What follows belongs to an exercise in optimizing a design on an open flow for small area, a short achievable clock period and few clock cycles per item; a production flow would make more cautious choices. No run shown here included a check of the RTL's function; only the layout flow was run.

==> flow/design.v, too long to show whole: its modules and the start of the top module <==
// module julia_pixel_engine: 2777 lines
module julia_pixel_engine #(
  parameter int H_RES    = 640,
  parameter int V_RES    = 480,
  parameter int MAX_ITER = 255,
  parameter int FRAC     = 12
) (
  input  logic        clk,
  input  logic        reset_n,
  input  logic        start,
  input  logic        abort,
  input  logic [15:0] c_re,
  input  logic [15:0] c_im,
  input  logic [15:0] re_start,
  input  logic [15:0] im_start,
  input  logic [15:0] step,
  output logic        draw,
  input  logic        draw_ready,
  output logic [9:0]  x,
  output logic [9:0]  y,
  output logic [7:0]  i,
  output logic        busy,
  output logic        frame_done
);
  // ...
==> flow/flow/run.sh <==
#!/bin/bash
# Standard ORFS layout (the standard.sh, unchanged synthesis), with the resizer's
# setup repair aimed below the clock period: repair_timing gets a setup margin so that
# it keeps improving paths after the 11 ns constraint is met.
set -euo pipefail
export SETUP_SLACK_MARGIN=7.4
bash standard.sh > flow_standard.log 2>&1
==> flow/standard.sh <==
#!/bin/bash
# synth_recipe.tcl (not shown) runs the flow's synth.tcl, then flattens the netlist and writes it again
# the make line also repeats each setting of config.mk as NAME=value (left out here)
make -C /OpenROAD-flow-scripts/flow DESIGN_CONFIG=/design/flow/config.mk WORK_HOME=/design/flow/orfs CLKGATE_MAP_FILE= SYNTH_SCRIPT=/design/flow/synth_recipe.tcl "${@:-finish}"
==> flow/config.mk <==
export PLATFORM = sky130hd
export DESIGN_NAME = julia_pixel_engine
export DESIGN_NICKNAME = julia_pixel_engine
export VERILOG_FILES = /design/flow/design.v
export SDC_FILE = /design/flow/constraint.sdc
export NUM_CORES = 4
export LEC_CHECK = 0
export CAP_MARGIN = 20
export CORE_MARGIN = 2
export CORE_UTILIZATION = 40
export PLACE_DENSITY = 0.6
export SLEW_MARGIN = 20
==> flow/constraint.sdc <==
create_clock -name core_clock -period 11.0 [get_ports {clk}]
set_input_delay 2.2000 -clock core_clock [delete_from_list [all_inputs] [get_ports {clk}]]
set_output_delay 2.2000 -clock core_clock [all_outputs]
set_load 0.01 [all_outputs]
==> metrics.md, run 1 <==
| Metric | Value |
|---|---|
| Worst Reg-to-Reg Cells | 16 |
| Levels on crit path | 16 |
| N_diodes | 0 |
| Hold slack | 0.326 ns |
| Clk root buf | clkbuf_16 |
| Met3 wire length | 3540 µm |
| ANT nets after route | 0 |
| Post-Syn Area | 34000 µm² |
| M2 GR Usage | 31.5% |
| Yosys top cell area share | 22.8% |
| Hold Crit Start | it1[0] |
| Largest family of logic cells by synthesized area | adder cells |
| GPL Wtd Cong | 0.842 |
| IO Pins | 116 |
| P&R area growth vs syn | 15.0% |
| Post-Synth XOR/XNOR Area | 6.95% |
| Cells after Synth | 3281 |
| Avg Vias per Cell | 4.85 |
| Run status | finished clean |
| Max cap viols | 0 |
| # DRC | 0 |
| Biggest regs | rb (48), im3 (18), re3 (18) |
| Synth cell count leaders | 609 x inv_1, 387 x fa_1, 339 x dfxtp_1 |
| Unrepaired setup endpoints after global routing | true |
| CP max-delay cell | fa_1 |
| Tmin final | 3.93 ns |
==> run 2: changes to the inputs <==
--- a/flow/flow/run.sh
+++ b/flow/flow/run.sh
@@ -4,4 +4,4 @@
 # it keeps improving paths after the 11 ns constraint is met.
 set -euo pipefail
-export SETUP_SLACK_MARGIN=7.4
+export SETUP_SLACK_MARGIN=7.7
 bash standard.sh > flow_standard.log 2>&1
==> metrics.md, run 2 <==
| Metric | Value |
|---|---|
| Run status | finished clean (unchanged) |
| Max cap viols | 0 (unchanged) |
| Post-route setup slack | 7.12 ns (was 7.07 ns) |
| Hpwl dp | 60100 µm (was 60200 µm) |
| Rows | 106 (unchanged) |
| ANT nets after route | 0 (unchanged) |
| CP max-delay cell | fa_1 (unchanged) |
| P&R area growth vs syn | 16.9% (was 15.0%) |
| Syn. warnings | 1 (unchanged) |
| Clk root buf | clkbuf_16 (unchanged) |
| Tmin final | 3.88 ns (was 3.93 ns) |
| Post-synth top area cell | fa_1 (unchanged) |
| Slew Limit Headroom | 29.2% (was 29.8%) |
| Num Clock Sinks | 505 (unchanged) |
| Worst path cell trace | inv_2 -> fa_1 -> inv_2 -> fa_1 -> ha_4 -> a21oi_2 -> nor2_2 -> a2111oi_4 -> buf_4 -> o21a_4 -> nand2_4 -> a32o_2 -> nor4_4 -> nor3_2 -> fa_2 -> xor2_1 (was inv_2 -> fa_1 -> inv_2 -> fa_1 -> ha_4 -> a21oi_2 -> nor2_2 -> a2111oi_4 -> buf_4 -> o21a_4 -> nand2_4 -> a32o_2 -> nor4_4 -> o41ai_2 -> fa_1 -> xnor2_1) |
| Synth cell count leaders | 609 x inv_1, 387 x fa_1, 339 x dfxtp_1 (unchanged) |
| N_diodes | 0 (unchanged) |
| Crit-path max FO | 2 (unchanged) |
| Clock latency on the worst-skew pair | 0.65 ns (was 0.66 ns) |
| Highest metal used | met5 (unchanged) |
| Critical path's largest stage delay | 0.58 ns (was 0.54 ns) |
| Dpl cells | 4403 (was 4407) |
| Post-Syn Area | 34000 µm² (unchanged) |
| Crit path launch type | flip-flop (unchanged) |
| Largest net degree at the start of global routing | 112 (was 111) |
| Worst min path class | flip-flop to flip-flop (unchanged) |
| Hold Buf Count CTS | 0 (unchanged) |
| Multi-input combinational cell area | 20000 µm² (was 19800 µm²) |
| Initial Util | 40.5% (unchanged) |
| Met3 wire length | 4510 µm (was 3540 µm) |
| DIE HEIGHT | 296 µm (unchanged) |
| Vias | 22400 (was 22100) |
| Most frequent cells in the layout | 577 x inv_1, 362 x fa_1, 242 x dfxtp_1 (was 601 x inv_1, 376 x fa_1, 287 x dfxtp_1) |
| Hold Path Stages | 0 (unchanged) |
| Overall Global Routing Usage | 19.8% (was 19.3%) |
| Post-Syn Area per Cell | 10.4 µm² (unchanged) |
| Final std cells w/o fill | 4580 (was 4546) |
| Register area share after synthesis | 34.4% (unchanged) |
| CTS clk-pin slew, worst paths | 0.06 ns (about the same) |
| Nets | 4080 (was 4043) |
| Worst setup path class | flip-flop to flip-flop (unchanged) |
| Fin util | 47.4% (was 46.6%) |
| Async SR Flop Fraction | 2.77% (unchanged) |
| Biggest regs | rb (48), im3 (18), re3 (18) (unchanged) |
| Die ar. | 87400 µm² (unchanged) |
| Worst path top cell family by delay | adder cells (unchanged) |
| Fmax | 0.258 GHz (was 0.255 GHz) |
| Die W | 296 µm (unchanged) |
| WP buf/inv | 3 (unchanged) |
| GPL Wtd Cong | 0.843 (was 0.842) |
| IO Pins | 116 (unchanged) |
| Unrepaired setup endpoints after global routing | true (unchanged) |
| Vias in the first global route | 23300 (was 22900) |
| TritonCTS buffer count | 58 (unchanged) |
| Cell variety after synth | 72 (unchanged) |
| Max Slew Vio Count | 0 (unchanged) |
| Core Region | 84000 µm² (unchanged) |
| Post-synth EDFFs | 152 (unchanged) |
| DR iter-0 viols | 1278 (was 1266) |
| Largest reg by FF count | rb (unchanged) |
| Wire length per cell | 18.3 µm (was 18.1 µm) |
| # DRC | 0 (unchanged) |
| Share of cells above drive strength 1 | 14.4% (was 9.58%) |
| Initial antenna violation count | 2 (was 1) |
| Tcrit/Tclk final | 35.2% (was 35.7%) |
| Number of port buffers | 115 (unchanged) |
| Reg2reg setup slack | 7.12 ns (was 7.07 ns) |
| Syn_nets | 3962 (unchanged) |
| Synth area leaders | fa_1 23%, dfxtp_1 20%, edfxtp_1 13%, ha_1 7.7%, inv_1 6.7% (unchanged) |
| Hold Crit Start | it2[6] (was it1[0]) |
| Place WS | 6.61 ns (was 6.62 ns) |
| Count leader, synth | inv_1 (unchanged) |
| Cells after Synth | 3281 (unchanged) |
| Seq cells post-synth | 505 (unchanged) |
| Hold slack | 0.324 ns (was 0.326 ns) |
| Slew @ Worst Pin | 1.06 ns (was 1.05 ns) |
| Max reg flops | 48 (unchanged) |
| DR WL met2 | 39600 µm (was 38500 µm) |
| Reg2reg end | re3[15] (was re3[17]) |
| Clk buf depth | 3 (unchanged) |
| Worst Setup End Kind | flip-flop (unchanged) |
| Avg Vias per Cell | 4.90 (was 4.85) |
| Setup TNS | 0 ns (unchanged) |
| Final wirelength | 84000 µm (was 82300 µm) |
| TritonRoute pass-1 iters | 5 (unchanged) |
| Seq. cell area | 11900 µm² (was 11800 µm²) |
| H-tree Lvls | 2 (unchanged) |
| Clk_skew | 0.0465 ns (was 0.0430 ns) |
| Commonest non-fill, non-tap cell in the layout | inv_1 (unchanged) |
| Routed met1 length | 37900 µm (was 38000 µm) |
| Worst Reg-to-Reg Cells | 16 (unchanged) |
| Req. time, crit path | 11.52 ns (was 11.51 ns) |
| Total grt overflow | 0 (unchanged) |
| Most used flip-flop cell after synthesis | dfxtp_1 (unchanged) |
| WHS Endpoint | it3[6] (was it2[0]) |
| Yosys top cell area share | 22.8% (unchanged) |
| Reg-to-reg critical path startpoint | qa1_5 (was qa0_5) |
| Global-route wire length before repair | 133000 µm (was 130000 µm) |
| Final hold violations | 0 (unchanged) |
| Final setup vio count | 0 (unchanged) |
| Fill cell count | 7772 (was 7812) |
| CTS tree | yes (unchanged) |
| Crit path DAT | 4.40 ns (was 4.44 ns) |
-- run 2: per-layer routing --
| metal | track usage, % | vias up |
|---|---|---|
| met5 | 0 | - |
| met4 | 4.79 | 2 |
| met3 | 3.47 | 107 |
| met2 | 32.6 | 517 |
| met1 | 27.1 | 11200 |
| li1 | - | 10600 |
-- run 2: how the worst max path moves through the flow --
stage | cells after the start | from | to
global route | 16 | qa1_5 | re3[17]
global placement | 8 | draw_ready | tag_e[2]
detailed placement | 8 | draw_ready | rv[3]
CTS | 15 | qa0_5 | re3[14]
finish | 16 | qa1_5 | re3[15]
floorplan | 15 | qa0_5 | re3[17]
-- run 2: cell type report --
class | count | share of cell area (%)
Clock inverter | 35 | 0.916
Tap cell | 1134 | 3.57
Inverter | 614 | 5.84
Sequential cell | 505 | 30.0
Multi-Input combinational cell | 2013 | 50.4
Clock buffer | 72 | 4.11
Timing Repair Buffer | 207 | 5.18
-- run 2: cell families after synthesis --
| group | synth area share (%) |
|---|---|
| compound gates | 7.52 |
| xor+xnor | 6.95 |
| fa+ha+maj | 30.5 |
| buf+inv | 8.48 |
| flops | 34.4 |
| mux | 1.91 |
| simple gates | 10.2 |
-- run 2: repair_timing --
action,4_1_cts,5_1_grt
setup endpoints to repair,243,121
gates cloned,2,0
resized for setup,324,91
buffers inserted,54,14
pin swaps,74,67
-- run 2: stage by stage --
stage,cell area [µm²]
6_report,39800
5_1_grt,39800
4_1_cts,39300
3_5_place_dp,36300
3_3_place_gp,36300
2_1_floorplan,34200
-- run 2: worst register-to-register path, delay by kind of cell, from the launching register on --
kind | cells | cell delay (ns)
flops | 1 | 0.34
compound gates | 4 | 0.88
xor+xnor | 1 | 0.15
buf+inv | 3 | 0.28
simple gates | 4 | 0.40
fa+ha+maj | 4 | 1.70

## re-timing with driven ports
The results above use ideal ports. As a check the final layouts listed here were re-extracted and re-timed, cells and wires unchanged. Step 1, drivers: a clkbuf_16 drives clk and a buf_2 each remaining input, both assumed. Step 2 moves the port delays by t, midway between the first and last clock arrival at a register: inputs arrive t later, outputs are due t later. That takes back most of the time a late clock gives input paths. Three values: ideal ports, drivers, drivers and shift; two values: the first two.
run	shift t [ns]	setup slack, ns	hold slack, ns	latest minus earliest clock arrival (ns)	slew at the worst register clock pin (ns)
run 1	0.703	7.074 / 7.074 / 6.814	0.326 / 0.326 / 0.326	0.046 / 0.045	0.07 / 0.07
run 2	0.699	7.124 / 7.124 / 7.124	0.324 / 0.324 / 0.324	0.050 / 0.050	0.07 / 0.07
After both steps setup and hold are still met in every run listed. The setup slack of run 1, which loses most, moves by 0.000 ns with the drivers and by -0.260 ns with both steps.
